Source: an optimization exercise on an open RTL-to-GDS flow (aim: small area and a short achievable clock period). Production flows keep margins and buffers that such runs may drop. In this exercise RTL edits were held to simulation tests only and were not proved equivalent to the original.

==> flow/design.v, too long to show whole: its modules and the start of the top module <==
// module grad_top: 3345 lines
module grad_top (
    input  wire logic        clk,
    input  wire logic        rst,
    input  wire logic        in_valid,
    input  wire logic        sof,
    input  wire logic [7:0]  pixel,
    output logic             out_valid,
    output logic [32:0]      grad
);
  // ...
==> flow/flow/run.sh <==
#!/bin/bash
# The standard layout, with the port buffers made from buf_4 cells instead of the
# resizer's default pick (a delay cell), so that the ports are not slowed down.
set -euo pipefail
export BUFFER_PORTS_ARGS="-buffer_cell sky130_fd_sc_hd__buf_4"
bash standard.sh > standard.log 2>&1
==> flow/standard.sh <==
#!/bin/bash
# synth_recipe.tcl (not shown) runs the flow's synth.tcl, then flattens the netlist and writes it again
# the make line also repeats each setting of config.mk as NAME=value (left out here)
make -C /OpenROAD-flow-scripts/flow DESIGN_CONFIG=/design/flow/config.mk WORK_HOME=/design/flow/orfs CLKGATE_MAP_FILE= SYNTH_SCRIPT=/design/flow/synth_recipe.tcl "${@:-finish}"
==> flow/config.mk <==
export PLATFORM = sky130hd
export DESIGN_NAME = grad_top
export DESIGN_NICKNAME = grad_top
export VERILOG_FILES = /design/flow/design.v
export SDC_FILE = /design/flow/constraint.sdc
export NUM_CORES = 4
export LEC_CHECK = 0
export CAP_MARGIN = 20
export CORE_MARGIN = 2
export CORE_UTILIZATION = 75
export CTS_CLUSTER_DIAMETER = 80
export CTS_CLUSTER_SIZE = 20
export SLEW_MARGIN = 20
==> flow/constraint.sdc <==
create_clock -name core_clock -period 26.0 [get_ports {clk}]
set_input_delay 5.2000 -clock core_clock [delete_from_list [all_inputs] [get_ports {clk}]]
set_output_delay 5.2000 -clock core_clock [all_outputs]
set_load 0.01 [all_outputs]
==> flow_summary.yaml, run 1 <==
clocking:
  post_cts_resized: 0
  post-cts-setup-buffers: 0
  cts_sinks: 721
  path_clk_slew_ps: 80
sta:
  rsz0062_at_grt: "false"
  fin_setup_tns_ps: 0
  post-route-period-util_pct: 23.9
worst_setup_path:
  cp.depth: 1
  slowest_stage: "dfxtp_1"
  arrival_ps: 1010
  required_ps: 20800
final_layout:
  dominant_cells: "flip-flops and latches"
  register_area_mm2: 0.0171
  fin_util_pct: 81.5
  clock_buffers: 61
outcome:
  run_status: "timing/DRC/antenna clean"
synth:
  synth_edf_count: 264
  yosys_warnings: 2
  synthAdderAreaFrac_pct: 17.5
  synth.mux.area_fraction_pct: 3.75
drt:
  postRouteAntennaNets: 0
  dr.pass1.iters: 6
  drc: 0
placement:
  gp_congestion: 0.851
  port_buffers: 45
==> run 2, diff against run 1 <==
--- a/flow/config.mk
+++ b/flow/config.mk
@@ -9,5 +9,5 @@
 export CORE_MARGIN = 2
 export CORE_UTILIZATION = 75
 export CTS_CLUSTER_DIAMETER = 80
-export CTS_CLUSTER_SIZE = 20
+export CTS_CLUSTER_SIZE = 25
 export SLEW_MARGIN = 20
==> flow_summary.yaml, run 2 <==
final_layout:
  area_growth_pct: 6.67
  top_regs: "sr x264, grad x33"
  largest_register_ffs: 264
  nFillCells: 2256
  final_cell_area_mm2: 0.0324
  top_register: "sr"
  nets: 2810
  register_area_mm2: 0.0171
  layoutNonFillerInstCount: 2999
  layout_common_cells: "dfxtp_1, inv_1, edfxtp_1"
  drive_gt1_share_pct: 7.03
  multiInputGateArea_mm2: 0.0121
  n_antenna_cell: 0
  layout_commonest_cell: "dfxtp_1"
worst_setup_path:
  required_ps: 20800
  slowest_stage: "dfxtp_1"
  regToRegStartpoint: "p3_ndsr[1]"
  r2r.worst_path.cells: 18
  crit_type: "reg2out"
  startpoint: "grad[6]"
  max_stage_delay_ps: 320
  r2r-end: "p4_drem[1]"
  endpoint_kind: "output pin"
  worst-r2r-setup-slack_ps: 20380
  cp-start-kind: "flip-flop"
  critPathMaxFanout: 1
  cp_top_family: "flip-flops"
  cp_cell_sequence: "buf_4"
  crit_buf_inv: 1
  arrival_ps: 1020
hold_path:
  hold_class: "reg2reg"
  hold_path_startpoint: "p5_dquo[6]"
  min_to: "p6_dquo[8]"
  whs_path_depth: 0
global_route:
  grt_use_met3_pct: 3.17
  grt_max_degree: 200
  track_usage_pct: 25.0
  antenna_found_initial: 1
  grt_pass1_vias: 17600
  met1_usage_pct: 29.0
  grt_remaining_overflow: 0
  grt.busiest_layer: "met2"
  met2_usage_pct: 46.5
  grt_pass1_wl_mm: 83.5
clocking:
  clock_latency_ps: 570
  root_buffer: "clkbuf_16"
  cts_sinks: 721
  hold_buffers: 0
  cts_tree: "done"
  numCtsBuffers: 37
  htreeDepth: 2
  path_clk_slew_ps: 90
  cts.path.max_buffers: 3
  post-cts-setup-buffers: 0
  post_cts_resized: 0
sta:
  fin_crit_ps: 6220
  hold_viol: 0
  hold_ws_ps: 327
  timing.fmax_mhz: 161
  slew_headroom_pct: 27.5
  setup_violations: 0
  post-route-period-util_pct: 23.9
  fin_setup_tns_ps: 0
  rsz0062_at_grt: "false"
  worst_pin_slew_ps: 1090
  clock_skew_ps: 19.1
  slew_viol_final: 0
synth:
  yosysMostFrequentCell: "dfxtp_1"
  ys.flop_type: "dfxtp_1"
  synth-seq-cells: 721
  synth.distinct_cells: 77
  syn_inst: 2396
  synth_area_leaders: "dfxtp_1, edfxtp_1, fa_1, ha_1, inv_1"
  synth_edf_count: 264
  synth_fp_nets: 2751
  yosys_warnings: 2
  synth_top_area_share_pct: 30.2
  synthArstFlopShare_pct: 0
  synth_area_mm2: 0.0303
  synth-seq-area-share_pct: 56.3
  synth_top_area_cell: "dfxtp_1"
  avgSynthCellArea_um2: 12.7
  synthTopCellsByCount: "dfxtp_1, inv_1, edfxtp_1, ha_1, fa_1"
placement:
  dp_hpwl_mm: 35.8
  placed_area_mm2: 0.0313
  dp.cells: 2941
  port_buffers: 45
  gp_congestion: 0.851
drt:
  dr.pass1.iters: 5
  wirelength_mm: 50.8
  vias_per_cell: 5.71
  vias: 17100
  routedWlPerCell_um: 16.9
  drt_iter0_drc: 805
  drc: 0
  postRouteAntennaNets: 0
outcome:
  run_status: "timing/DRC/antenna clean"
floorplanning:
  rows: 73
  core-area_mm2: 0.0398
  dieArea_mm2: 0.0421
  start_util_pct: 76.2
  chipHeight_um: 205
  boundaryPins: 46
  dieWidth_um: 205
run:
  cap_viol_max_count: 0
-- run 2: cell counts after synthesis --
No cell type changed its count.
-- run 2: routing by layer --
metal	vias to the layer above	wire length, um	part of all wire [%]
met5	-	0	0
met2	302	26600	52
met4	0	1870	3.7
li1	8296	-	-
met3	118	1580	3.1
met1	8406	20700	41
-- run 2: how the worst max path moves through the flow --
| stage | depth (start not counted) | slack [ps] | end |
|---|---|---|---|
| final | 1 | 19780 | grad[6] |
| after global routing | 1 | 19740 | grad[27] |
| after global placement | 3 | 20380 | vld[0] |
| after CTS | 1 | 19740 | grad[6] |
| after detailed placement | 3 | 20350 | vld[0] |
| after floorplan | 5 | 18900 | row[0] |
-- run 2: cell families after synthesis --
family | count (synthesis) | share of synthesized area (%)
DFF | 721 | 56.3
and+or+nand+nor | 409 | 6.69
AOI/OAI and AO/OA | 376 | 8.18
adders and majority gates | 343 | 17.5
buffers and inverters | 305 | 3.80
xor gates and xnor gates | 132 | 3.81
muxes | 109 | 3.75
other | 1 | 0.0124
-- run 2: metrics by stage --
stage | util, % | worst slack (ps)
after floorplan | - | 18900
after global routing | 81.2 | 19740
after global placement | 78.5 | 20380
after CTS | 81.2 | 19740
final | 81.2 | 19780
after detailed placement | 78.5 | 20350
-- run 2: final cells by class --
cell class                 instances  area share (%)
clock buffer                      49            3.07
clock inverter                     9           0.282
inverter                         275            3.19
multi-input combinational       1370            37.4
sequential                       721            52.8
tap                              525            2.03
timing repair buffer              50            1.20
==> run 3, diff against run 2 <==
--- a/flow/config.mk
+++ b/flow/config.mk
@@ -8,6 +8,7 @@
 export CAP_MARGIN = 20
 export CORE_MARGIN = 2
 export CORE_UTILIZATION = 75
+export CTS_BUF_LIST = sky130_fd_sc_hd__clkbuf_8 sky130_fd_sc_hd__clkbuf_16
 export CTS_CLUSTER_DIAMETER = 80
 export CTS_CLUSTER_SIZE = 25
 export SLEW_MARGIN = 20
==> flow_summary.yaml, run 3 <==
outcome:
  run_status: "timing/DRC/antenna clean"
worst_setup_path:
  arrival_ps: 1020
  cp_cell_sequence: "buf_4"
  crit_type: "reg2out"
  startpoint: "grad[6]"
  regToRegStartpoint: "p3_ndsr[1]"
  cp_top_family: "flip-flops"
  endpoint_kind: "output pin"
  critPathMaxFanout: 1
  cp-start-kind: "flip-flop"
  slowest_stage: "dfxtp_1"
  required_ps: 20800
  max_stage_delay_ps: 320
  crit_buf_inv: 1
synth:
  synthArstFlopShare_pct: 0
  yosysMostFrequentCell: "dfxtp_1"
  yosys_warnings: 2
  synth.distinct_cells: 77
  avgSynthCellArea_um2: 12.7
  synth_top_area_cell: "dfxtp_1"
  synth_fp_nets: 2751
  synth-seq-cells: 721
  synth-seq-area-share_pct: 56.3
  synth_edf_count: 264
  synth_area_mm2: 0.0303
  synth_top_area_share_pct: 30.2
  synth_area_leaders: "dfxtp_1, edfxtp_1, fa_1, ha_1, inv_1"
  ys.flop_type: "dfxtp_1"
  synthTopCellsByCount: "dfxtp_1, inv_1, edfxtp_1, ha_1, fa_1"
  syn_inst: 2396
sta:
  fin_setup_tns_ps: 0
  timing.fmax_mhz: 161
  hold_viol: 0
  fin_crit_ps: 6220
  rsz0062_at_grt: "false"
  slew_headroom_pct: 30.8
  worst_pin_slew_ps: 1040
  slew_viol_final: 0
  clock_skew_ps: 19.7
  setup_violations: 0
  post-route-period-util_pct: 23.9
global_route:
  track_usage_pct: 25.0
  antenna_found_initial: 1
  grt_use_met3_pct: 3.17
  grt_remaining_overflow: 0
  met2_usage_pct: 46.5
  grt.busiest_layer: "met2"
  grt_max_degree: 200
  met1_usage_pct: 29.0
  grt_pass1_vias: 17600
  grt_pass1_wl_mm: 83.5
final_layout:
  area_growth_pct: 6.67
  largest_register_ffs: 264
  layout_common_cells: "dfxtp_1, inv_1, edfxtp_1"
  top_register: "sr"
  n_antenna_cell: 0
  layout_commonest_cell: "dfxtp_1"
  drive_gt1_share_pct: 7.03
  top_regs: "sr x264, grad x33"
  nets: 2810
  fin_util_pct: 81.2
drt:
  dr.pass1.iters: 6
  vias_per_cell: 5.71
  wirelength_mm: 50.8
  drt_iter0_drc: 845
  routedWlPerCell_um: 16.9
  drc: 0
  postRouteAntennaNets: 0
  vias: 17100
floorplanning:
  start_util_pct: 76.2
  rows: 73
  boundaryPins: 46
  core-area_mm2: 0.0398
  dieArea_mm2: 0.0421
  chipHeight_um: 205
  dieWidth_um: 205
hold_path:
  hold_class: "reg2reg"
  hold_path_startpoint: "p5_dquo[6]"
clocking:
  clock_latency_ps: 570
  post-cts-setup-buffers: 0
  hold_buffers: 0
  htreeDepth: 2
  path_clk_slew_ps: 90
  cts.path.max_buffers: 3
  cts_tree: "done"
  numCtsBuffers: 37
  cts_sinks: 721
  root_buffer: "clkbuf_16"
  post_cts_resized: 0
placement:
  gp_congestion: 0.851
  dp_hpwl_mm: 35.8
  port_buffers: 45
run:
  cap_viol_max_count: 0
==> run 3: changes by cell type in the layout (fill, tap and decap cells not counted) <==
cell      change
clkbuf_1     -11
inv_1        +11
==> run 3: per-stage QoR <==
stage	hold slack, ps	std cells	worst slack [ps]	area, um2
3_3_place_gp	310	2941	20380	31300
3_5_place_dp	312	2941	20350	31300
2_1_floorplan	310	2396	18900	30300
6_report	330	2999	19780	32400
5_1_grt	334	2999	19740	32400
4_1_cts	320	2999	19740	32300
==> run 3: layer usage <==
layer | part of all wire [%] | vias to the layer above | wire length (um)
met4 | 3.7 | 0 | 1860
met2 | 52 | 341 | 26600
met3 | 3.3 | 116 | 1660
li1 | - | 8295 | -
met5 | 0 | - | 0
met1 | 41 | 8381 | 20700
==> run 3: worst paths after layout <==
check,end,slack [ps],cells past startpoint
max,grad[6],19780,1
min,p6_dquo[8],330,0
max reg2reg,p4_drem[1],20390,18
min reg2reg,p6_dquo[8],330,0
==> run 3: cell type report <==
class | instances | area [um2]
Clock buffer | 38 | 951
Clock inverter | 20 | 133
Fill cell | 2256 | 7470
Inverter | 275 | 1030
Multi-Input combinational cell | 1370 | 12100
Sequential cell | 721 | 17100
Tap cell | 525 | 657
Timing Repair Buffer | 50 | 388
==> run 3: kinds of logic (layout without fill, tap and decap cells) <==
family	after synthesis	after routing	share of synthesized area, %
compound gates	376	376	8.18
xor+xnor	132	132	3.81
fa+ha+maj	343	343	17.5
buf+inv	305	383	3.80
flops	721	721	56.3
mux	109	109	3.75
other cells	1	1	0.0124
simple gates	409	409	6.69
==> run 4, diff against run 3 <==
--- a/flow/config.mk
+++ b/flow/config.mk
@@ -8,7 +8,6 @@
 export CAP_MARGIN = 20
 export CORE_MARGIN = 2
 export CORE_UTILIZATION = 75
-export CTS_BUF_LIST = sky130_fd_sc_hd__clkbuf_8 sky130_fd_sc_hd__clkbuf_16
-export CTS_CLUSTER_DIAMETER = 80
-export CTS_CLUSTER_SIZE = 25
+export CTS_CLUSTER_DIAMETER = 90
+export CTS_CLUSTER_SIZE = 30
 export SLEW_MARGIN = 20
==> flow_summary.yaml, run 4 <==
synth:
  avgSynthCellArea_um2: 12.7
  synth-seq-area-share_pct: 56.3
  yosys_warnings: 2
  synth.distinct_cells: 77
  synth-seq-cells: 721
  synthTopCellsByCount: "dfxtp_1, inv_1, edfxtp_1, ha_1, fa_1"
  syn_inst: 2396
  ys.flop_type: "dfxtp_1"
  yosysMostFrequentCell: "dfxtp_1"
  synth_edf_count: 264
  synth_top_area_share_pct: 30.2
  synth_top_area_cell: "dfxtp_1"
  synth_area_mm2: 0.0303
  synthArstFlopShare_pct: 0
  synth_area_leaders: "dfxtp_1, edfxtp_1, fa_1, ha_1, inv_1"
  synth_fp_nets: 2751
outcome:
  run_status: "timing/DRC/antenna clean"
worst_setup_path:
  required_ps: 20800
  max_stage_delay_ps: 320
  cp_top_family: "flip-flops"
  endpoint_kind: "output pin"
  critPathMaxFanout: 1
  crit_type: "reg2out"
  cp_cell_sequence: "buf_4"
  crit_end: "grad[25]"
  r2r-end: "p9_drem[1]"
  worst-r2r-setup-slack_ps: 20480
  r2r.worst_path.cells: 19
  cp-start-kind: "flip-flop"
  cp.depth: 1
  crit_buf_inv: 1
  arrival_ps: 1050
  regToRegStartpoint: "p8_ndsr[1]"
  slowest_stage: "dfxtp_1"
  startpoint: "grad[25]"
final_layout:
  top_regs: "sr x264, grad x33"
  layout_commonest_cell: "dfxtp_1"
  n_antenna_cell: 0
  nets: 2801
  top_register: "sr"
  largest_register_ffs: 264
  nFillCells: 2298
  area_growth_pct: 5.78
  drive_gt1_share_pct: 6.50
  layout_common_cells: "dfxtp_1, inv_1, edfxtp_1"
sta:
  fin_setup_tns_ps: 0
  rsz0062_at_grt: "false"
  hold_viol: 0
  fin_crit_ps: 6250
  post-route-period-util_pct: 24.1
  slew_headroom_pct: 29.9
  clock_skew_ps: 20.0
  slew_viol_final: 0
  worst_pin_slew_ps: 1050
  timing.fmax_mhz: 160
  setup_violations: 0
clocking:
  post-cts-setup-buffers: 0
  root_buffer: "clkbuf_16"
  cts.path.max_buffers: 3
  cts_sinks: 721
  numCtsBuffers: 28
  clock_latency_ps: 600
  cts_tree: "done"
  htreeDepth: 1
  hold_buffers: 0
  post_cts_resized: 0
  path_clk_slew_ps: 110
placement:
  dp_hpwl_mm: 35.8
  port_buffers: 45
  gp_congestion: 0.851
global_route:
  grt_max_degree: 200
  met2_usage_pct: 45.6
  antenna_found_initial: 0
  grt_pass1_wl_mm: 83.2
  met1_usage_pct: 29.4
  grt_remaining_overflow: 0
  grt_use_met3_pct: 2.48
  track_usage_pct: 24.5
  grt_pass1_vias: 17500
  grt.busiest_layer: "met2"
floorplanning:
  core-area_mm2: 0.0398
  boundaryPins: 46
  chipHeight_um: 205
  start_util_pct: 76.2
  rows: 73
  dieWidth_um: 205
  dieArea_mm2: 0.0421
drt:
  postRouteAntennaNets: 0
  dr.pass1.iters: 5
  routedWlPerCell_um: 16.7
  drc: 0
  drt_iter0_drc: 844
  vias_per_cell: 5.69
  wirelength_mm: 49.9
  vias: 17000
hold_path:
  whs_path_depth: 0
  hold_class: "reg2reg"
run:
  cap_viol_max_count: 0
[run 4: metal layers]
metal | up-vias | share of wire, %
li1 | 8281 | -
met1 | 8294 | 42
met2 | 306 | 52
met3 | 108 | 3.0
met4 | 0 | 3.2
met5 | - | 0
[run 4: worst min-delay path by stage]
stage | start | endpoint
floorplan | p1_ah[0] | p2_ah[0]
CTS | p1_dquo | p2_dquo[2]
detailed placement | p1_dquo | p2_dquo[2]
finish | p8_dquo[3] | p9_dquo[5]
global placement | p5_srad[1] | p6_srad[1]
global route | p3_dquo[3] | p4_dquo[5]
[run 4: cell families after synthesis]
logic type,share of synthesized area (%)
flip-flops,56.3
XOR/XNOR,3.81
other,0.0124
buffers and inverters,3.80
adder cells (fa/ha/maj),17.5
AO/OA/AOI/OAI,8.18
AND/OR/NAND/NOR,6.69
multiplexers,3.75
[run 4: metrics by stage]
stage          setup WS [ps]  util (%)  instance area [um2]  std cells  hold WS (ps)
2_1_floorplan          18900         -                30300       2396           310
3_3_place_gp           20380      78.5                31300       2941           310
3_5_place_dp           20350      78.5                31300       2941           312
4_1_cts                19720      80.5                32100       2986           331
5_1_grt                19700      80.6                32100       2986           337
6_report               19750      80.6                32100       2986           325
[run 4: area by class of cell]
type / instances / area [um2] / area share, %
Clock buffer: 42 / 774 / 2.41
Clock inverter: 3 / 33.8 / 0.105
Inverter: 275 / 1030 / 3.22
Multi-Input combinational cell: 1370 / 12100 / 37.8
Sequential cell: 721 / 17100 / 53.2
Tap cell: 525 / 657 / 2.05
Timing Repair Buffer: 50 / 388 / 1.21
==> run 5, diff against run 4 <==
==> flow/flow/run.sh (replaced) <==
#!/bin/bash
# The standard layout, with the port buffers made from buf_4 cells instead of the
# resizer's default pick (a delay cell), and clkbuf_8 cells at the clock tree's leaves.
set -euo pipefail
export BUFFER_PORTS_ARGS="-buffer_cell sky130_fd_sc_hd__buf_4"
export CTS_ARGS="-sink_clustering_enable -repair_clock_nets -sink_clustering_size 20 -sink_clustering_max_diameter 80 -buf_list {sky130_fd_sc_hd__clkbuf_8 sky130_fd_sc_hd__clkbuf_16} -root_buf sky130_fd_sc_hd__clkbuf_16 -sink_clustering_buffer sky130_fd_sc_hd__clkbuf_8"
bash standard.sh > standard.log 2>&1
--- a/flow/config.mk
+++ b/flow/config.mk
@@ -8,6 +8,6 @@
 export CAP_MARGIN = 20
 export CORE_MARGIN = 2
 export CORE_UTILIZATION = 75
-export CTS_CLUSTER_DIAMETER = 90
-export CTS_CLUSTER_SIZE = 30
+export CTS_CLUSTER_DIAMETER = 80
+export CTS_CLUSTER_SIZE = 25
 export SLEW_MARGIN = 20
==> flow_summary.yaml, run 5 <==
outcome:
  run_status: "timing/DRC/antenna clean"
global_route:
  grt_max_degree: 200
  grt_pass1_wl_mm: 81.5
  antenna_found_initial: 1
  grt_remaining_overflow: 0
  track_usage_pct: 24.1
  grt_pass1_vias: 17400
clocking:
  cts.path.max_buffers: 3
  path_clk_slew_ps: 120
  htreeDepth: 2
  cts_sinks: 721
  numCtsBuffers: 42
  clock_latency_ps: 560
  post-cts-setup-buffers: 0
  root_buffer: "clkbuf_16"
  hold_buffers: 0
  post_cts_resized: 0
  cts_tree: "done"
final_layout:
  nFillCells: 2314
  layoutNonFillerInstCount: 3005
  drive_gt1_share_pct: 7.02
  layout_common_cells: "dfxtp_1, inv_1, edfxtp_1"
  largest_register_ffs: 264
  multiInputGateArea_mm2: 0.0121
  top_register: "sr"
  layout_commonest_cell: "dfxtp_1"
  final_cell_area_mm2: 0.0320
  n_antenna_cell: 0
  area_growth_pct: 5.62
  nets: 2815
  register_area_mm2: 0.0171
  top_regs: "sr x264, grad x33"
sta:
  timing.fmax_mhz: 161
  rsz0062_at_grt: "false"
  fin_crit_ps: 6200
  slew_headroom_pct: 29.2
  worst_pin_slew_ps: 1060
  post-route-period-util_pct: 23.9
  setup_violations: 0
  fin_setup_tns_ps: 0
  clock_skew_ps: 31.5
  slew_viol_final: 0
  hold_viol: 0
floorplanning:
  dieArea_mm2: 0.0421
  chipHeight_um: 205
  start_util_pct: 76.2
  dieWidth_um: 205
  rows: 73
  core-area_mm2: 0.0398
  boundaryPins: 46
hold_path:
  hold_class: "reg2reg"
placement:
  placed_area_mm2: 0.0313
  port_buffers: 45
  dp_hpwl_mm: 35.8
  gp_congestion: 0.851
  dp.cells: 2941
synth:
  ys.flop_type: "dfxtp_1"
  synth-simple-area-share_pct: 6.69
  synthArstFlopShare_pct: 0
  synth-seq-cells: 721
  synth.mux.area_fraction_pct: 3.75
  syn_inst: 2396
  synth_edf_count: 264
  synth_top_family_by_area: "adder cells"
  synth.distinct_cells: 77
  avgSynthCellArea_um2: 12.7
  synth_top_area_share_pct: 30.2
  synth_area_leaders: "dfxtp_1, edfxtp_1, fa_1, ha_1, inv_1"
  synth-compound-area-share_pct: 8.18
  synth_area_mm2: 0.0303
  synth_top_area_cell: "dfxtp_1"
  yosys_warnings: 2
  synth-seq-area-share_pct: 56.3
  synthAdderAreaFrac_pct: 17.5
  synth_xor_area_share_pct: 3.81
  yosysMostFrequentCell: "dfxtp_1"
  synth_fp_nets: 2751
  synthTopCellsByCount: "dfxtp_1, inv_1, edfxtp_1, ha_1, fa_1"
worst_setup_path:
  crit_type: "reg2out"
  r2r-end: "p2_drem[7]"
  required_ps: 20800
  cp.depth: 1
  crit_end: "grad[12]"
  critPathMaxFanout: 1
  max_stage_delay_ps: 320
  arrival_ps: 1000
  slowest_stage: "dfxtp_1"
  crit_buf_inv: 1
  worst-r2r-setup-slack_ps: 20510
  r2r.worst_path.cells: 18
  cp_cell_sequence: "buf_4"
  cp-start-kind: "flip-flop"
  startpoint: "grad[12]"
  cp_top_family: "flip-flops"
  endpoint_kind: "output pin"
  regToRegStartpoint: "p1_ndsr[1]"
drt:
  drc: 0
  drt_iter0_drc: 856
  dr.pass1.iters: 5
  vias_per_cell: 5.65
  postRouteAntennaNets: 0
  routedWlPerCell_um: 16.2
  vias: 17000
  wirelength_mm: 48.7
run:
  cap_viol_max_count: 0
==> run 5: cell counts after synthesis <==
Identical to the previous run, type by type.
==> run 5: worst min-delay path by stage <==
stage | cells after the start | startpoint | slack [ps] | endpoint
after detailed placement | 0 | p1_dquo | 310 | p2_dquo[2]
final | 0 | p2_ah[1] | 320 | p3_ah[1]
after global routing | 0 | p2_ah[1] | 330 | p3_ah[1]
after CTS | 0 | p2_ah[1] | 320 | p3_ah[1]
after global placement | 0 | p5_srad[1] | 310 | p6_srad[1]
after floorplan | 0 | p1_ah[0] | 310 | p2_ah[0]
==> run 5: stage by stage <==
stage / hold slack, ps / setup slack (ps) / utilization [%]
floorplan: 310 / 18900 / -
global placement: 310 / 20380 / 78.5
detailed placement: 312 / 20350 / 78.5
CTS: 319 / 19750 / 80.4
global route: 331 / 19730 / 80.4
finish: 324 / 19800 / 80.4
==> run 5: cell type report <==
cell class              instances  share of cell area [%]
repair buffers                 50                    1.21
clock inverters                20                   0.273
well taps                     525                    2.05
inverters                     275                    3.22
flip-flops and latches        721                    53.3
multi-input cells            1370                    37.8
clock buffers                  44                    2.10
==> run 5: cells by family (layout without fill, tap and decap cells) <==
family / Yosys count / in the layout
AND/OR/NAND/NOR: 409 / 409
other: 1 / 1
adder cells (fa/ha/maj): 343 / 343
flip-flops: 721 / 721
XOR/XNOR: 132 / 132
buffers and inverters: 305 / 389
multiplexers: 109 / 109
AO/OA/AOI/OAI: 376 / 376
==> run 5: metal layers <==
| layer | part of all wire [%] | global-route usage, % | vias up |
|---|---|---|---|
| li1 | - | - | 8298 |
| met1 | 42 | 28.8 | 8304 |
| met2 | 51 | 44.0 | 274 |
| met3 | 2.9 | 3.28 | 103 |
| met4 | 3.3 | 9.43 | 0 |
| met5 | 0 | 0 | - |
==> run 6, diff against run 5 <==
==> flow/flow/run.sh (replaced) <==
#!/bin/bash
# The standard layout, with the port buffers made from buf_4 cells instead of the
# resizer's default pick (a delay cell), and clkbuf_8 cells at the clock tree's leaves.
set -euo pipefail
export BUFFER_PORTS_ARGS="-buffer_cell sky130_fd_sc_hd__buf_4"
export CTS_ARGS="-sink_clustering_enable -repair_clock_nets -sink_clustering_size 18 -sink_clustering_max_diameter 60 -buf_list {sky130_fd_sc_hd__clkbuf_8 sky130_fd_sc_hd__clkbuf_16} -root_buf sky130_fd_sc_hd__clkbuf_16 -sink_clustering_buffer sky130_fd_sc_hd__clkbuf_8"
bash standard.sh > standard.log 2>&1
==> flow_summary.yaml, run 6 <==
worst_setup_path:
  regToRegStartpoint: "p6_ndsr[1]"
  required_ps: 20800
  cp_cell_sequence: "buf_4"
  critPathMaxFanout: 1
  arrival_ps: 1020
  max_stage_delay_ps: 320
  cp_top_family: "flip-flops"
  endpoint_kind: "output pin"
  startpoint: "grad[25]"
  crit_buf_inv: 1
  crit_type: "reg2out"
  slowest_stage: "dfxtp_1"
  worst-r2r-setup-slack_ps: 20480
  cp-start-kind: "flip-flop"
placement:
  port_buffers: 45
  placed_area_mm2: 0.0313
  gp_congestion: 0.851
  dp.cells: 2941
  place_ws_ps: 20350
  dp_hpwl_mm: 35.8
sta:
  rsz0062_at_grt: "false"
  worst_pin_slew_ps: 1030
  fin_crit_ps: 6220
  post-route-period-util_pct: 23.9
  setup_violations: 0
  fin_setup_tns_ps: 0
  hold_viol: 0
  clock_skew_ps: 30.5
  slew_headroom_pct: 31.2
  timing.fmax_mhz: 161
  setup_ws_ps: 19780
  slew_viol_final: 0
final_layout:
  nFillCells: 2275
  top_regs: "sr x264, grad x33"
  n_antenna_cell: 0
  layoutNonFillerInstCount: 3028
  register_area_mm2: 0.0171
  drive_gt1_share_pct: 7.99
  multiInputGateArea_mm2: 0.0121
  area_growth_pct: 6.58
  layout_commonest_cell: "dfxtp_1"
  layout_common_cells: "dfxtp_1, inv_1, edfxtp_1"
  top_register: "sr"
  nets: 2824
  final_cell_area_mm2: 0.0323
  largest_register_ffs: 264
clocking:
  cts_tree: "done"
  path_clk_slew_ps: 110
  cts_sinks: 721
  cts.path.max_buffers: 3
  hold_buffers: 0
  post-cts-setup-buffers: 0
  post_cts_resized: 0
  clock_latency_ps: 570
  htreeDepth: 2
  numCtsBuffers: 51
  root_buffer: "clkbuf_16"
drt:
  dr.pass1.iters: 5
  drt_iter0_drc: 822
  postRouteAntennaNets: 0
  drc: 0
  vias: 17100
  wirelength_mm: 49.7
  routedWlPerCell_um: 16.4
  vias_per_cell: 5.65
floorplanning:
  dieArea_mm2: 0.0421
  core-area_mm2: 0.0398
  dieWidth_um: 205
  rows: 73
  chipHeight_um: 205
  boundaryPins: 46
  start_util_pct: 76.2
outcome:
  run_status: "timing/DRC/antenna clean"
synth:
  synth_top_area_share_pct: 30.2
  synth-seq-cells: 721
  synth.distinct_cells: 77
  synth_area_leaders: "dfxtp_1, edfxtp_1, fa_1, ha_1, inv_1"
  syn_inst: 2396
  synthArstFlopShare_pct: 0
  synth_edf_count: 264
  synth-seq-area-share_pct: 56.3
  synth_fp_nets: 2751
  synth_area_mm2: 0.0303
  synthTopCellsByCount: "dfxtp_1, inv_1, edfxtp_1, ha_1, fa_1"
  yosys_warnings: 2
  synth_top_area_cell: "dfxtp_1"
  avgSynthCellArea_um2: 12.7
  ys.flop_type: "dfxtp_1"
  yosysMostFrequentCell: "dfxtp_1"
global_route:
  grt_pass1_vias: 17600
  grt_pass1_wl_mm: 82.9
  grt_remaining_overflow: 0
  antenna_found_initial: 0
  track_usage_pct: 24.5
  grt_max_degree: 200
hold_path:
  hold_class: "reg2reg"
  hold_path_startpoint: "p2_ah[1]"
run:
  cap_viol_max_count: 0
==> run 6: cell counts after synthesis <==
Identical to the previous run, type by type.
==> run 6: layer usage <==
metal / wire length (um) / GRT usage (%) / share of wire, % / vias to the layer above
met5: 0 / 0 / 0 / -
met4: 1630 / 9.99 / 3.3 / 0
met3: 1570 / 3.20 / 3.2 / 115
met2: 25800 / 44.8 / 52 / 320
met1: 20700 / 29.3 / 42 / 8332
li1: - / - / - / 8334
==> run 6: worst paths after layout <==
check	end	cells after the start
worst max-delay path	grad[25]	1
worst min-delay path	p3_ah[1]	0
worst max register to register	p7_drem[1]	19
worst min register to register	p3_ah[1]	0
==> run 6: logic make-up (layout without fill, tap and decap cells) <==
family          Yosys count  count (layout)  share of synthesized area, %
xor+xnor                132             132                          3.81
mux                     109             109                          3.75
other cells               1               1                        0.0124
compound gates          376             376                          8.18
flops                   721             721                          56.3
fa+ha+maj               343             343                          17.5
buf+inv                 305             412                          3.80
simple gates            409             409                          6.69
==> run 6: stage by stage <==
stage | utilization [%] | hold slack (ps)
2_1_floorplan | - | 310
3_3_place_gp | 78.5 | 310
3_5_place_dp | 78.5 | 312
4_1_cts | 81.1 | 315
5_1_grt | 81.2 | 333
6_report | 81.2 | 315
==> run 6: cell type report <==
cell class / count / area share, %
Sequential cell: 721 / 52.8
Multi-Input combinational cell: 1370 / 37.5
Tap cell: 525 / 2.03
Clock buffer: 55 / 2.55
Clock inverter: 32 / 0.704
Inverter: 275 / 3.19
Timing Repair Buffer: 50 / 1.20
==> run 7, diff against run 6 <==
==> flow/flow/run.sh (replaced) <==
#!/bin/bash
# The standard layout, with the port buffers made from buf_4 cells instead of the
# resizer's default pick (a delay cell), and clkbuf_8 cells at the clock tree's leaves.
set -euo pipefail
export BUFFER_PORTS_ARGS="-buffer_cell sky130_fd_sc_hd__buf_4"
export CTS_ARGS="-sink_clustering_enable -repair_clock_nets -sink_clustering_size 16 -sink_clustering_max_diameter 80 -buf_list {sky130_fd_sc_hd__clkbuf_8 sky130_fd_sc_hd__clkbuf_16} -root_buf sky130_fd_sc_hd__clkbuf_16 -sink_clustering_buffer sky130_fd_sc_hd__clkbuf_8"
bash standard.sh > standard.log 2>&1
==> flow_summary.yaml, run 7 <==
synth:
  synth.mux.area_fraction_pct: 3.75
  synth-compound-area-share_pct: 8.18
  synth_edf_count: 264
  synth_top_family_by_area: "adder cells"
  synth_fp_nets: 2751
  synth-simple-area-share_pct: 6.69
  synthAdderAreaFrac_pct: 17.5
  syn_inst: 2396
  avgSynthCellArea_um2: 12.7
  synth_xor_area_share_pct: 3.81
  yosysMostFrequentCell: "dfxtp_1"
  yosys_warnings: 2
  synth.distinct_cells: 77
  synthTopCellsByCount: "dfxtp_1, inv_1, edfxtp_1, ha_1, fa_1"
  ys.flop_type: "dfxtp_1"
  synth_area_leaders: "dfxtp_1, edfxtp_1, fa_1, ha_1, inv_1"
  synth_area_mm2: 0.0303
  synth_top_area_share_pct: 30.2
  synth-seq-area-share_pct: 56.3
  synth_top_area_cell: "dfxtp_1"
  synth-seq-cells: 721
  synthArstFlopShare_pct: 0
clocking:
  hold_buffers: 0
  path_clk_slew_ps: 90
  root_buffer: "clkbuf_16"
  numCtsBuffers: 51
  htreeDepth: 2
  cts_tree: "done"
  clock_latency_ps: 590
  cts_sinks: 721
  cts.path.max_buffers: 3
  post_cts_resized: 0
  post-cts-setup-buffers: 0
worst_setup_path:
  critPathMaxFanout: 1
  r2r-end: "p9_drem[1]"
  crit_buf_inv: 1
  startpoint: "grad[25]"
  crit_end: "grad[25]"
  cp_top_family: "flip-flops"
  worst-r2r-setup-slack_ps: 20500
  required_ps: 20800
  endpoint_kind: "output pin"
  crit_type: "reg2out"
  regToRegStartpoint: "p8_ndsr[1]"
  max_stage_delay_ps: 310
  cp.depth: 1
  cp-start-kind: "flip-flop"
  slowest_stage: "dfxtp_1"
  arrival_ps: 1010
  r2r.worst_path.cells: 19
  cp_cell_sequence: "buf_4"
drt:
  vias_per_cell: 5.66
  routedWlPerCell_um: 16.5
  wirelength_mm: 49.8
  dr.pass1.iters: 5
  drc: 0
  postRouteAntennaNets: 0
  drt_iter0_drc: 878
  vias: 17100
hold_path:
  hold_class: "reg2reg"
final_layout:
  layout_common_cells: "dfxtp_1, inv_1, edfxtp_1"
  layout_commonest_cell: "dfxtp_1"
  nets: 2824
  largest_register_ffs: 264
  area_growth_pct: 6.11
  top_regs: "sr x264, grad x33"
  n_antenna_cell: 0
  top_register: "sr"
  drive_gt1_share_pct: 7.42
  final_cell_area_mm2: 0.0322
global_route:
  antenna_found_initial: 1
  grt_remaining_overflow: 0
  grt_pass1_wl_mm: 82.5
  grt_max_degree: 200
  track_usage_pct: 24.5
  grt_pass1_vias: 17500
placement:
  dp_hpwl_mm: 35.8
  port_buffers: 45
  gp_congestion: 0.851
  placed_area_mm2: 0.0313
floorplanning:
  chipHeight_um: 205
  dieArea_mm2: 0.0421
  rows: 73
  core-area_mm2: 0.0398
  boundaryPins: 46
  start_util_pct: 76.2
  dieWidth_um: 205
sta:
  timing.fmax_mhz: 161
  clock_skew_ps: 31.9
  post-route-period-util_pct: 23.9
  hold_viol: 0
  fin_setup_tns_ps: 0
  slew_viol_final: 0
  worst_pin_slew_ps: 1020
  setup_violations: 0
  slew_headroom_pct: 31.7
  rsz0062_at_grt: "false"
  fin_crit_ps: 6210
outcome:
  run_status: "timing/DRC/antenna clean"
run:
  cap_viol_max_count: 0
==> run 7: cell types whose count changed in the layout (fill, tap and decap cells not counted) <==
cell | previous run | this run
bufinv_16 | 1 | 0
clkbuf_8 | 49 | 48
clkinv_2 | 3 | 0
clkinv_4 | 2 | 0
clkinv_8 | 2 | 0
clkinvlp_4 | 2 | 0
inv_1 | 289 | 294
inv_6 | 5 | 2
inv_8 | 1 | 0
==> run 7: kinds of logic (layout without fill, tap and decap cells) <==
logic type | after synthesis | in the layout
compound gates | 376 | 376
xor+xnor | 132 | 132
simple gates | 409 | 409
other cells | 1 | 1
buf+inv | 305 | 402
flops | 721 | 721
fa+ha+maj | 343 | 343
mux | 109 | 109
==> run 7: worst min path at each step <==
stage,from,to,slack (ps),cells after the start
2_1_floorplan,p1_ah[0],p2_ah[0],310,0
3_3_place_gp,p5_srad[1],p6_srad[1],310,0
3_5_place_dp,p1_dquo,p2_dquo[2],310,0
4_1_cts,p2_av[2],p3_av[2],330,0
5_1_grt,p5_srad[3],p6_srad[3],330,0
6_report,p5_srad[4],p6_srad[4],320,0
==> run 7: through the flow <==
stage	hold WS (ps)	utilization, %	setup slack [ps]	std cells
after floorplan	310	-	18900	2396
after global placement	310	78.5	20380	2941
after detailed placement	312	78.5	20350	2941
after CTS	327	80.8	19750	3018
after global routing	330	80.8	19730	3018
final	325	80.8	19790	3018
==> run 7: per-layer routing <==
layer / track usage, % / share of wire, % / wire, um / up-vias
li1: - / - / - / 8315
met3: 4.23 / 3.3 / 1660 / 128
met2: 44.5 / 51 / 25500 / 291
met5: 0 / 0 / 0 / -
met1: 28.9 / 42 / 20800 / 8343
met4: 9.97 / 3.7 / 1860 / 0
==> run 7: final cells by class <==
type / instances / area, um2
tap: 525 / 657
multi-input combinational: 1370 / 12100
sequential: 721 / 17100
inverter: 275 / 1030
fill: 2294 / 7640
clock buffer: 54 / 811
timing repair buffer: 50 / 388
clock inverter: 23 / 98.8
==> run 8, diff against run 7 <==
==> flow/flow/run.sh (replaced) <==
#!/bin/bash
# The standard layout, with the port buffers made from buf_1 cells instead of the
# resizer's default pick (a delay cell), and clkbuf_8 cells at the clock tree's leaves.
set -euo pipefail
export BUFFER_PORTS_ARGS="-buffer_cell sky130_fd_sc_hd__buf_1"
export CTS_ARGS="-sink_clustering_enable -repair_clock_nets -sink_clustering_size 16 -sink_clustering_max_diameter 80 -buf_list {sky130_fd_sc_hd__clkbuf_8 sky130_fd_sc_hd__clkbuf_16} -root_buf sky130_fd_sc_hd__clkbuf_16 -sink_clustering_buffer sky130_fd_sc_hd__clkbuf_8"
bash standard.sh > standard.log 2>&1
==> flow_summary.yaml, run 8 <==
final_layout:
  layout_common_cells: "dfxtp_1, inv_1, edfxtp_1"
  top_regs: "sr x264, grad x33"
  layoutNonFillerInstCount: 3022
  multiInputGateArea_mm2: 0.0121
  drive_gt1_share_pct: 5.65
  largest_register_ffs: 264
  area_growth_pct: 5.67
  nets: 2828
  n_antenna_cell: 0
  layout_commonest_cell: "dfxtp_1"
  top_register: "sr"
  nFillCells: 2349
  register_area_mm2: 0.0171
clocking:
  numCtsBuffers: 51
  cts_tree: "done"
  post_cts_resized: 0
  htreeDepth: 2
  cts_sinks: 721
  cts.path.max_buffers: 3
  path_clk_slew_ps: 100
  root_buffer: "clkbuf_16"
  clock_latency_ps: 570
  hold_buffers: 0
  post-cts-setup-buffers: 0
hold_path:
  hold_class: "reg2reg"
global_route:
  antenna_found_initial: 0
  grt_remaining_overflow: 0
  grt_max_degree: 186
  grt_pass1_wl_mm: 81.5
  grt_pass1_vias: 17500
  track_usage_pct: 24.0
drt:
  drc: 0
  dr.pass1.iters: 5
  vias_per_cell: 5.63
  routedWlPerCell_um: 16.1
  postRouteAntennaNets: 0
  drt_iter0_drc: 873
  wirelength_mm: 48.6
  vias: 17000
sta:
  timing.fmax_mhz: 160
  fin_setup_tns_ps: 0
  hold_viol: 0
  setup_violations: 0
  slew_viol_final: 0
  clock_skew_ps: 36.4
  fin_crit_ps: 6230
  slew_headroom_pct: 31.7
  rsz0062_at_grt: "false"
  post-route-period-util_pct: 24.0
  worst_pin_slew_ps: 1030
  setup_ws_ps: 19770
worst_setup_path:
  cp_cell_sequence: "buf_1"
  arrival_ps: 1030
  critPathMaxFanout: 1
  max_stage_delay_ps: 330
  cp_top_family: "flip-flops"
  endpoint_kind: "output pin"
  cp-start-kind: "flip-flop"
  crit_type: "reg2out"
  crit_buf_inv: 1
  required_ps: 20800
  slowest_stage: "dfxtp_1"
synth:
  avgSynthCellArea_um2: 12.7
  synthArstFlopShare_pct: 0
  synth-seq-area-share_pct: 56.3
  yosysMostFrequentCell: "dfxtp_1"
  synth_area_mm2: 0.0303
  synthTopCellsByCount: "dfxtp_1, inv_1, edfxtp_1, ha_1, fa_1"
  synth-seq-cells: 721
  synth_area_leaders: "dfxtp_1, edfxtp_1, fa_1, ha_1, inv_1"
  synth.distinct_cells: 77
  synth_top_area_share_pct: 30.2
  synth_top_area_cell: "dfxtp_1"
  synth_fp_nets: 2751
  ys.flop_type: "dfxtp_1"
  synth_edf_count: 264
  syn_inst: 2396
  yosys_warnings: 2
floorplanning:
  rows: 73
  boundaryPins: 46
  chipHeight_um: 205
  start_util_pct: 76.2
  dieArea_mm2: 0.0421
  core-area_mm2: 0.0398
  dieWidth_um: 205
placement:
  port_buffers: 45
  gp_congestion: 0.857
  dp_hpwl_mm: 35.2
  place_ws_ps: 20050
  dp.cells: 2943
outcome:
  run_status: "timing/DRC/antenna clean"
run:
  cap_viol_max_count: 0
-- run 8: cell counts after synthesis --
Identical to the previous run, type by type.
-- run 8: final timing paths --
kind | startpoint | endpoint | slack, ps | cells after the start
hold / removal | p2_ah[2] | p3_ah[2] | 320 | 0
hold reg to reg | p2_ah[2] | p3_ah[2] | 320 | 0
setup reg to reg | p1_ndsr[1] | p2_drem[7] | 20430 | 18
setup / recovery | grad[10] | grad[10] | 19770 | 1
-- run 8: cells by family after synthesis --
logic type	Yosys count	synth area share, %
xor gates and xnor gates	132	3.81
muxes	109	3.75
DFF	721	56.3
adders and majority gates	343	17.5
other	1	0.0124
and+or+nand+nor	409	6.69
AOI/OAI and AO/OA	376	8.18
buffers and inverters	305	3.80
-- run 8: cell type report --
| cell class | instances | share of cell area [%] |
|---|---|---|
| Sequential cell | 721 | 53.3 |
| Multi-Input combinational cell | 1370 | 37.8 |
| Inverter | 275 | 3.22 |
| Clock buffer | 54 | 2.49 |
| Tap cell | 525 | 2.05 |
| Timing Repair Buffer | 54 | 0.839 |
| Clock inverter | 23 | 0.308 |
-- run 8: per-stage QoR --
step,util [%],cell area [um2],hold slack [ps]
final,80.5,32000,319
after global routing,80.5,32000,325
after CTS,80.4,32000,322
after detailed placement,78.1,31100,312
after global placement,78.1,31100,310
after floorplan,-,30300,310
-- run 8: metal layers --
layer	share of wire, %	global-route usage, %	vias to the layer above	wire (um)
li1	-	-	8316	-
met1	42	28.9	8280	20300
met2	52	43.6	294	25000
met3	3.2	3.29	116	1550
met4	3.5	9.79	0	1720
met5	0	0	-	0
==> run 9, diff against run 8 <==
==> flow/flow/run.sh (replaced) <==
#!/bin/bash
# The standard layout, with the port buffers made from buf_2 cells instead of the
# resizer's default pick (a delay cell), and clkbuf_8 cells at the clock tree's leaves.
set -euo pipefail
export BUFFER_PORTS_ARGS="-buffer_cell sky130_fd_sc_hd__buf_2"
export CTS_ARGS="-sink_clustering_enable -repair_clock_nets -sink_clustering_size 16 -sink_clustering_max_diameter 80 -buf_list {sky130_fd_sc_hd__clkbuf_8 sky130_fd_sc_hd__clkbuf_16} -root_buf sky130_fd_sc_hd__clkbuf_16 -sink_clustering_buffer sky130_fd_sc_hd__clkbuf_8"
bash standard.sh > standard.log 2>&1
==> flow_summary.yaml, run 9 <==
global_route:
  grt_pass1_wl_mm: 81.7
  antenna_found_initial: 0
  grt_remaining_overflow: 0
  grt_pass1_vias: 17600
  track_usage_pct: 24.2
  grt_max_degree: 194
clocking:
  post_cts_resized: 0
  cts_sinks: 721
  cts.path.max_buffers: 3
  clock_latency_ps: 570
  post-cts-setup-buffers: 0
  root_buffer: "clkbuf_16"
  cts_tree: "done"
  path_clk_slew_ps: 100
  hold_buffers: 0
  numCtsBuffers: 51
  htreeDepth: 2
worst_setup_path:
  cp_top_family: "flip-flops"
  endpoint_kind: "output pin"
  cp_cell_sequence: "buf_2"
  max_stage_delay_ps: 330
  slowest_stage: "dfxtp_1"
  crit_type: "reg2out"
  crit_buf_inv: 1
  cp-start-kind: "flip-flop"
  required_ps: 20800
  critPathMaxFanout: 1
  arrival_ps: 1010
synth:
  synth.distinct_cells: 77
  yosysMostFrequentCell: "dfxtp_1"
  syn_inst: 2396
  synth-seq-area-share_pct: 56.3
  ys.flop_type: "dfxtp_1"
  avgSynthCellArea_um2: 12.7
  synthArstFlopShare_pct: 0
  synth_top_area_cell: "dfxtp_1"
  synthTopCellsByCount: "dfxtp_1, inv_1, edfxtp_1, ha_1, fa_1"
  synth_top_area_share_pct: 30.2
  synth_area_leaders: "dfxtp_1, edfxtp_1, fa_1, ha_1, inv_1"
  yosys_warnings: 2
  synth-seq-cells: 721
  synth_fp_nets: 2751
  synth_area_mm2: 0.0303
  synth_edf_count: 264
sta:
  clock_skew_ps: 25.2
  timing.fmax_mhz: 161
  rsz0062_at_grt: "false"
  setup_violations: 0
  slew_headroom_pct: 31.2
  post-route-period-util_pct: 23.9
  hold_viol: 0
  worst_pin_slew_ps: 1020
  fin_crit_ps: 6210
  fin_setup_tns_ps: 0
  slew_viol_final: 0
final_layout:
  top_regs: "sr x264, grad x33"
  area_growth_pct: 5.74
  nets: 2825
  layoutNonFillerInstCount: 3018
  n_antenna_cell: 0
  top_register: "sr"
  layout_common_cells: "dfxtp_1, inv_1, edfxtp_1"
  largest_register_ffs: 264
  drive_gt1_share_pct: 7.34
  layout_commonest_cell: "dfxtp_1"
floorplanning:
  dieWidth_um: 205
  boundaryPins: 46
  rows: 73
  dieArea_mm2: 0.0421
  chipHeight_um: 205
  core-area_mm2: 0.0398
  start_util_pct: 76.2
drt:
  drt_iter0_drc: 824
  drc: 0
  routedWlPerCell_um: 16.2
  postRouteAntennaNets: 0
  vias_per_cell: 5.62
  dr.pass1.iters: 6
  vias: 17000
  wirelength_mm: 48.8
outcome:
  run_status: "timing/DRC/antenna clean"
placement:
  port_buffers: 45
  gp_congestion: 0.835
  dp_hpwl_mm: 35.9
  dp.cells: 2942
run:
  cap_viol_max_count: 0
hold_path:
  hold_class: "reg2reg"
[run 9: changes by cell type in the layout (fill, tap and decap cells not counted)]
| cell | before | now |
|---|---|---|
| buf_1 | 45 | 0 |
| buf_2 | 0 | 45 |
| clkbuf_8 | 49 | 46 |
| buf_16 | 1 | 0 |
| buf_4 | 6 | 5 |
| bufinv_16 | 0 | 1 |
| clkbuf_16 | 5 | 6 |
| clkbuf_4 | 1 | 0 |
| clkinv_2 | 0 | 1 |
| clkinv_4 | 0 | 1 |
| clkinv_8 | 1 | 0 |
| inv_1 | 296 | 295 |
[run 9: area by class of cell]
class                   count  area, um2
clock buffers              52        783
clock inverters            24        123
fillers                  2284       7750
inverters                 275       1030
multi-input cells        1370      12100
flip-flops and latches    721      17100
well taps                 525        657
repair buffers             51        283
[run 9: logic make-up (layout without fill, tap and decap cells)]
| kind of cell | Yosys count | after routing | synth area share (%) |
|---|---|---|---|
| other | 1 | 1 | 0.0124 |
| AOI/OAI and AO/OA | 376 | 376 | 8.18 |
| xor gates and xnor gates | 132 | 132 | 3.81 |
| DFF | 721 | 721 | 56.3 |
| muxes | 109 | 109 | 3.75 |
| and+or+nand+nor | 409 | 409 | 6.69 |
| buffers and inverters | 305 | 402 | 3.80 |
| adders and majority gates | 343 | 343 | 17.5 |
[run 9: stage by stage]
stage               hold WS (ps)  area (um2)  utilization, %  worst slack, ps
detailed placement           312       31200            78.2            20260
floorplan                    310       30300               -            18900
CTS                          318       32100            80.5            19750
finish                       317       32100            80.5            19790
global route                 331       32100            80.5            19730
global placement             310       31200            78.2            20320
[run 9: final timing paths]
| kind | start | end | slack [ps] | cells past startpoint |
|---|---|---|---|---|
| max | grad[6] | grad[6] | 19790 | 1 |
| min | p2_ah[0] | p3_ah[0] | 320 | 0 |
| max reg2reg | p1_ndsr[1] | p2_drem[7] | 20470 | 18 |
| min reg2reg | p2_ah[0] | p3_ah[0] | 320 | 0 |
[run 9: metal layers]
metal | vias to the layer above | GRT usage [%] | part of all wire [%]
li1 | 8333 | - | -
met5 | - | 0 | 0
met2 | 284 | 44.0 | 51
met3 | 118 | 3.04 | 3.0
met4 | 0 | 10.2 | 3.4
met1 | 8221 | 29.0 | 42
==> run 10, diff against run 9 <==
==> flow/flow/run.sh (replaced) <==
#!/bin/bash
# The standard layout, with the port buffers made from buf_2 cells instead of the
# resizer's default pick (a delay cell), and clkbuf_8 cells at the clock tree's leaves.
set -euo pipefail
export BUFFER_PORTS_ARGS="-buffer_cell sky130_fd_sc_hd__buf_2"
export CTS_ARGS="-sink_clustering_enable -repair_clock_nets -sink_clustering_size 18 -sink_clustering_max_diameter 80 -buf_list {sky130_fd_sc_hd__clkbuf_8 sky130_fd_sc_hd__clkbuf_16} -root_buf sky130_fd_sc_hd__clkbuf_16 -sink_clustering_buffer sky130_fd_sc_hd__clkbuf_8"
bash standard.sh > standard.log 2>&1
==> flow_summary.yaml, run 10 <==
final_layout:
  n_antenna_cell: 0
  drive_gt1_share_pct: 7.24
  top_register: "sr"
  layoutNonFillerInstCount: 3010
  layout_common_cells: "dfxtp_1, inv_1, edfxtp_1"
  layout_commonest_cell: "dfxtp_1"
  fin_util_pct: 80.3
  nets: 2820
  largest_register_ffs: 264
  area_growth_pct: 5.47
  top_regs: "sr x264, grad x33"
clocking:
  cts_tree: "done"
  post-cts-setup-buffers: 0
  clock_latency_ps: 570
  root_buffer: "clkbuf_16"
  hold_buffers: 0
  cts.path.max_buffers: 3
  post_cts_resized: 0
  numCtsBuffers: 46
  path_clk_slew_ps: 110
  cts_sinks: 721
  htreeDepth: 2
worst_setup_path:
  cp-start-kind: "flip-flop"
  required_ps: 20800
  max_stage_delay_ps: 330
  critPathMaxFanout: 1
  cp_cell_sequence: "buf_2"
  slowest_stage: "dfxtp_1"
  crit_buf_inv: 1
  endpoint_kind: "output pin"
  arrival_ps: 1010
  cp_top_family: "flip-flops"
  crit_type: "reg2out"
sta:
  setup_ws_ps: 19790
  fin_setup_tns_ps: 0
  fin_crit_ps: 6210
  worst_pin_slew_ps: 1020
  hold_viol: 0
  timing.fmax_mhz: 161
  rsz0062_at_grt: "false"
  setup_violations: 0
  slew_viol_final: 0
  clock_skew_ps: 32.2
  post-route-period-util_pct: 23.9
  slew_headroom_pct: 31.3
synth:
  synth-seq-cells: 721
  avgSynthCellArea_um2: 12.7
  synth.distinct_cells: 77
  synthArstFlopShare_pct: 0
  synth_area_mm2: 0.0303
  synthTopCellsByCount: "dfxtp_1, inv_1, edfxtp_1, ha_1, fa_1"
  synth_top_area_cell: "dfxtp_1"
  synth_edf_count: 264
  synth_area_leaders: "dfxtp_1, edfxtp_1, fa_1, ha_1, inv_1"
  ys.flop_type: "dfxtp_1"
  synth_top_area_share_pct: 30.2
  yosysMostFrequentCell: "dfxtp_1"
  yosys_warnings: 2
  syn_inst: 2396
  synth-seq-area-share_pct: 56.3
  synth_fp_nets: 2751
placement:
  place_ws_ps: 20260
  gp_congestion: 0.835
  dp_hpwl_mm: 35.9
  port_buffers: 45
  dp.cells: 2942
outcome:
  run_status: "timing/DRC/antenna clean"
global_route:
  grt_pass1_wl_mm: 82.0
  grt_max_degree: 194
  grt_pass1_vias: 17600
  antenna_found_initial: 0
  track_usage_pct: 24.3
  grt_remaining_overflow: 0
floorplanning:
  dieArea_mm2: 0.0421
  core-area_mm2: 0.0398
  start_util_pct: 76.2
  dieWidth_um: 205
  chipHeight_um: 205
  boundaryPins: 46
  rows: 73
drt:
  dr.pass1.iters: 6
  wirelength_mm: 49.0
  routedWlPerCell_um: 16.3
  drc: 0
  postRouteAntennaNets: 0
  drt_iter0_drc: 991
  vias_per_cell: 5.64
  vias: 17000
run:
  cap_viol_max_count: 0
hold_path:
  hold_class: "reg2reg"
==> run 10: cell types whose count changed in the layout (fill, tap and decap cells not counted) <==
| cell | change |
|---|---|
| clkbuf_8 | -3 |
| inv_1 | -5 |
| bufinv_16 | -1 |
| clkinvlp_4 | +1 |
==> run 10: layout make-up <==
class / count / area, um2
Clock buffer: 49 / 742
Clock inverter: 19 / 81.3
Fill cell: 2286 / 7840
Inverter: 275 / 1030
Multi-Input combinational cell: 1370 / 12100
Sequential cell: 721 / 17100
Tap cell: 525 / 657
Timing Repair Buffer: 51 / 283
==> run 10: cells by family after synthesis <==
kind of cell / Yosys count / synth area share (%)
DFF: 721 / 56.3
and+or+nand+nor: 409 / 6.69
AOI/OAI and AO/OA: 376 / 8.18
adders and majority gates: 343 / 17.5
buffers and inverters: 305 / 3.80
xor gates and xnor gates: 132 / 3.81
muxes: 109 / 3.75
other: 1 / 0.0124
==> run 10: through the flow <==
step           hold WS (ps)  cell area (um2)
5_1_grt                 333            32000
6_report                318            32000
4_1_cts                 319            32000
2_1_floorplan           310            30300
3_3_place_gp            310            31200
3_5_place_dp            312            31200
==> run 10: worst paths after layout <==
check                                start    endpoint  slack [ps]  cells after the start
worst max-delay path              grad[24]    grad[24]       19790                      1
worst min-delay path              p2_ah[0]    p3_ah[0]         320                      0
worst max register to register  p1_ndsr[1]  p2_drem[7]       20490                     18
worst min register to register    p2_ah[0]    p3_ah[0]         320                      0
==> run 10: per-layer routing <==
metal | track usage (%) | wire, um | vias up
li1 | - | - | 8307
met1 | 29.0 | 20400 | 8230
met2 | 44.4 | 25400 | 322
met3 | 3.26 | 1640 | 113
met4 | 9.82 | 1590 | 0
met5 | 0 | 0 | -
==> run 11, diff against run 10 <==
==> flow/flow/run.sh (replaced) <==
#!/bin/bash
# The standard layout, with the port buffers made from buf_2 cells instead of the
# resizer's default pick (a delay cell), and clkbuf_8 cells at the clock tree's leaves.
set -euo pipefail
export BUFFER_PORTS_ARGS="-buffer_cell sky130_fd_sc_hd__buf_2"
export CTS_ARGS="-sink_clustering_enable -repair_clock_nets -sink_clustering_size 20 -sink_clustering_max_diameter 60 -buf_list {sky130_fd_sc_hd__clkbuf_8 sky130_fd_sc_hd__clkbuf_16} -root_buf sky130_fd_sc_hd__clkbuf_16 -sink_clustering_buffer sky130_fd_sc_hd__clkbuf_8"
bash standard.sh > standard.log 2>&1
==> flow_summary.yaml, run 11 <==
outcome:
  run_status: "timing/DRC/antenna clean"
clocking:
  root_buffer: "clkbuf_16"
  hold_buffers: 0
  cts_sinks: 721
  post_cts_resized: 0
  numCtsBuffers: 47
  clock_latency_ps: 580
  htreeDepth: 2
  post-cts-setup-buffers: 0
  cts_tree: "done"
  path_clk_slew_ps: 120
  cts.path.max_buffers: 3
final_layout:
  layout_commonest_cell: "dfxtp_1"
  layoutNonFillerInstCount: 3021
  drive_gt1_share_pct: 7.77
  nets: 2821
  layout_common_cells: "dfxtp_1, inv_1, edfxtp_1"
  nFillCells: 2267
  n_antenna_cell: 0
  top_register: "sr"
  top_regs: "sr x264, grad x33"
  area_growth_pct: 6.06
  final_cell_area_mm2: 0.0322
  largest_register_ffs: 264
floorplanning:
  dieWidth_um: 205
  chipHeight_um: 205
  start_util_pct: 76.2
  dieArea_mm2: 0.0421
  boundaryPins: 46
  core-area_mm2: 0.0398
  rows: 73
synth:
  synth.distinct_cells: 77
  synth_fp_nets: 2751
  yosysMostFrequentCell: "dfxtp_1"
  ys.flop_type: "dfxtp_1"
  synth-seq-cells: 721
  synthArstFlopShare_pct: 0
  synth_top_area_cell: "dfxtp_1"
  yosys_warnings: 2
  synth-seq-area-share_pct: 56.3
  avgSynthCellArea_um2: 12.7
  synth_top_area_share_pct: 30.2
  syn_inst: 2396
  synth_area_leaders: "dfxtp_1, edfxtp_1, fa_1, ha_1, inv_1"
  synthTopCellsByCount: "dfxtp_1, inv_1, edfxtp_1, ha_1, fa_1"
  synth_edf_count: 264
  synth_area_mm2: 0.0303
global_route:
  grt_max_degree: 194
  antenna_found_initial: 0
  grt_pass1_wl_mm: 82.1
  track_usage_pct: 24.4
  grt_remaining_overflow: 0
  grt_pass1_vias: 17600
worst_setup_path:
  slowest_stage: "dfxtp_1"
  max_stage_delay_ps: 330
  arrival_ps: 1020
  worst-r2r-setup-slack_ps: 20440
  endpoint_kind: "output pin"
  required_ps: 20800
  cp-start-kind: "flip-flop"
  cp_top_family: "flip-flops"
  crit_buf_inv: 1
  critPathMaxFanout: 1
  crit_type: "reg2out"
  cp_cell_sequence: "buf_2"
sta:
  slew_viol_final: 0
  worst_pin_slew_ps: 1050
  setup_violations: 0
  setup_ws_ps: 19780
  fin_crit_ps: 6220
  timing.fmax_mhz: 161
  hold_ws_ps: 319
  fin_setup_tns_ps: 0
  hold_viol: 0
  rsz0062_at_grt: "false"
  clock_skew_ps: 29.8
  post-route-period-util_pct: 23.9
  slew_headroom_pct: 29.7
drt:
  postRouteAntennaNets: 0
  drc: 0
  vias: 17000
  dr.pass1.iters: 5
  routedWlPerCell_um: 16.3
  wirelength_mm: 49.2
  vias_per_cell: 5.62
  drt_iter0_drc: 922
run:
  cap_viol_max_count: 0
placement:
  port_buffers: 45
  dp_hpwl_mm: 35.9
  dp.cells: 2942
  placed_area_mm2: 0.0312
  place_ws_ps: 20260
  gp_congestion: 0.835
hold_path:
  hold_class: "reg2reg"
## run 11: cell counts after synthesis
Identical to the previous run, type by type.
## run 11: per-layer routing
layer,global-route usage [%],share of wire [%],up-vias
li1,-,-,8330
met1,29.3,42,8223
met2,44.4,51,307
met3,3.71,3.3,119
met4,8.92,3.3,0
met5,0,0,-
## run 11: logic make-up after synthesis
family / after synthesis / synth area share, %
other: 1 / 0.0124
AO/OA/AOI/OAI: 376 / 8.18
multiplexers: 109 / 3.75
AND/OR/NAND/NOR: 409 / 6.69
buffers and inverters: 305 / 3.80
XOR/XNOR: 132 / 3.81
flip-flops: 721 / 56.3
adder cells (fa/ha/maj): 343 / 17.5
## run 11: final cells by class
| class | instances | area [um2] | share of cell area (%) |
|---|---|---|---|
| sequential | 721 | 17100 | 53.1 |
| clock buffer | 50 | 756 | 2.35 |
| inverter | 275 | 1030 | 3.21 |
| tap | 525 | 657 | 2.04 |
| timing repair buffer | 51 | 283 | 0.879 |
| multi-input combinational | 1370 | 12100 | 37.7 |
| clock inverter | 29 | 248 | 0.770 |
## run 11: worst paths after layout
| path | end | start | cells after the start |
|---|---|---|---|
| worst max register to register | p2_drem[7] | p1_ndsr[1] | 18 |
| worst min-delay path | p3_ah[1] | p2_ah[1] | 0 |
| worst min register to register | p3_ah[1] | p2_ah[1] | 0 |
| worst max-delay path | grad[6] | grad[6] | 1 |
## run 11: metrics by stage
stage | util, %
floorplan | -
global placement | 78.2
detailed placement | 78.2
CTS | 80.8
global route | 80.8
finish | 80.8
## run 11: worst reg2reg max path: stages, from the launching register on
cell and delay, ps:
dfxtp_1 340, ha_1 280, nor2b_1 130, o21a_1 180, o21a_1 190, o211a_1 230
o21ai_0 270, nand2_1 320, mux2_2 390, fa_1 440, fa_1 420, fa_1 390
fa_1 380, fa_1 400, fa_1 370, inv_1 70, fa_1 190, a31oi_2 120
mux2_2 360

[afterwards: timing with drivers on the ports]
In the flow no input, the clock included, has a driving cell. The finished layouts below were timed again as built, in two steps. Step 1 (the two cells are an assumption about what drives the block):
set clk [get_ports {clk}]
set_driving_cell -lib_cell sky130_fd_sc_hd__clkbuf_16 $clk
set_driving_cell -lib_cell sky130_fd_sc_hd__buf_2 [delete_from_list [all_inputs] $clk]
Step 2 adds t to the input delays and takes it off the output delays; t is the mean of the earliest and latest rising clock arrival at the registers after step 1. Input paths then give back, and output paths get back, about the clock's delay inside the block. Three values: no drivers, after step 1, after step 2; two values: the first two.
| run | t, ns | slack for setup (ns) | worst setup path at the end |
|---|---|---|---|
| run 1 | 0.625 | 19.794 / 19.736 / 20.337 | input to register |
| run 2 | 0.621 | 19.785 / 19.726 / 20.331 | input to register |
| run 3 | 0.621 | 19.785 / 19.726 / 20.330 | input to register |
| run 4 | 0.650 | 19.745 / 19.687 / 20.337 | register to output |
| run 5 | 0.599 | 19.798 / 19.742 / 20.341 | register to output |
| run 6 | 0.621 | 19.777 / 19.719 / 20.340 | register to output |
| run 7 | 0.630 | 19.787 / 19.727 / 20.345 | input to register |
| run 8 | 0.609 | 19.767 / 19.709 / 20.042 | input to register |
| run 9 | 0.611 | 19.793 / 19.736 / 20.269 | input to register |
| run 10 | 0.613 | 19.790 / 19.732 / 20.277 | input to register |
| run 11 | 0.615 | 19.779 / 19.725 / 20.270 | input to register |
After both steps setup and hold are still met in every run listed.
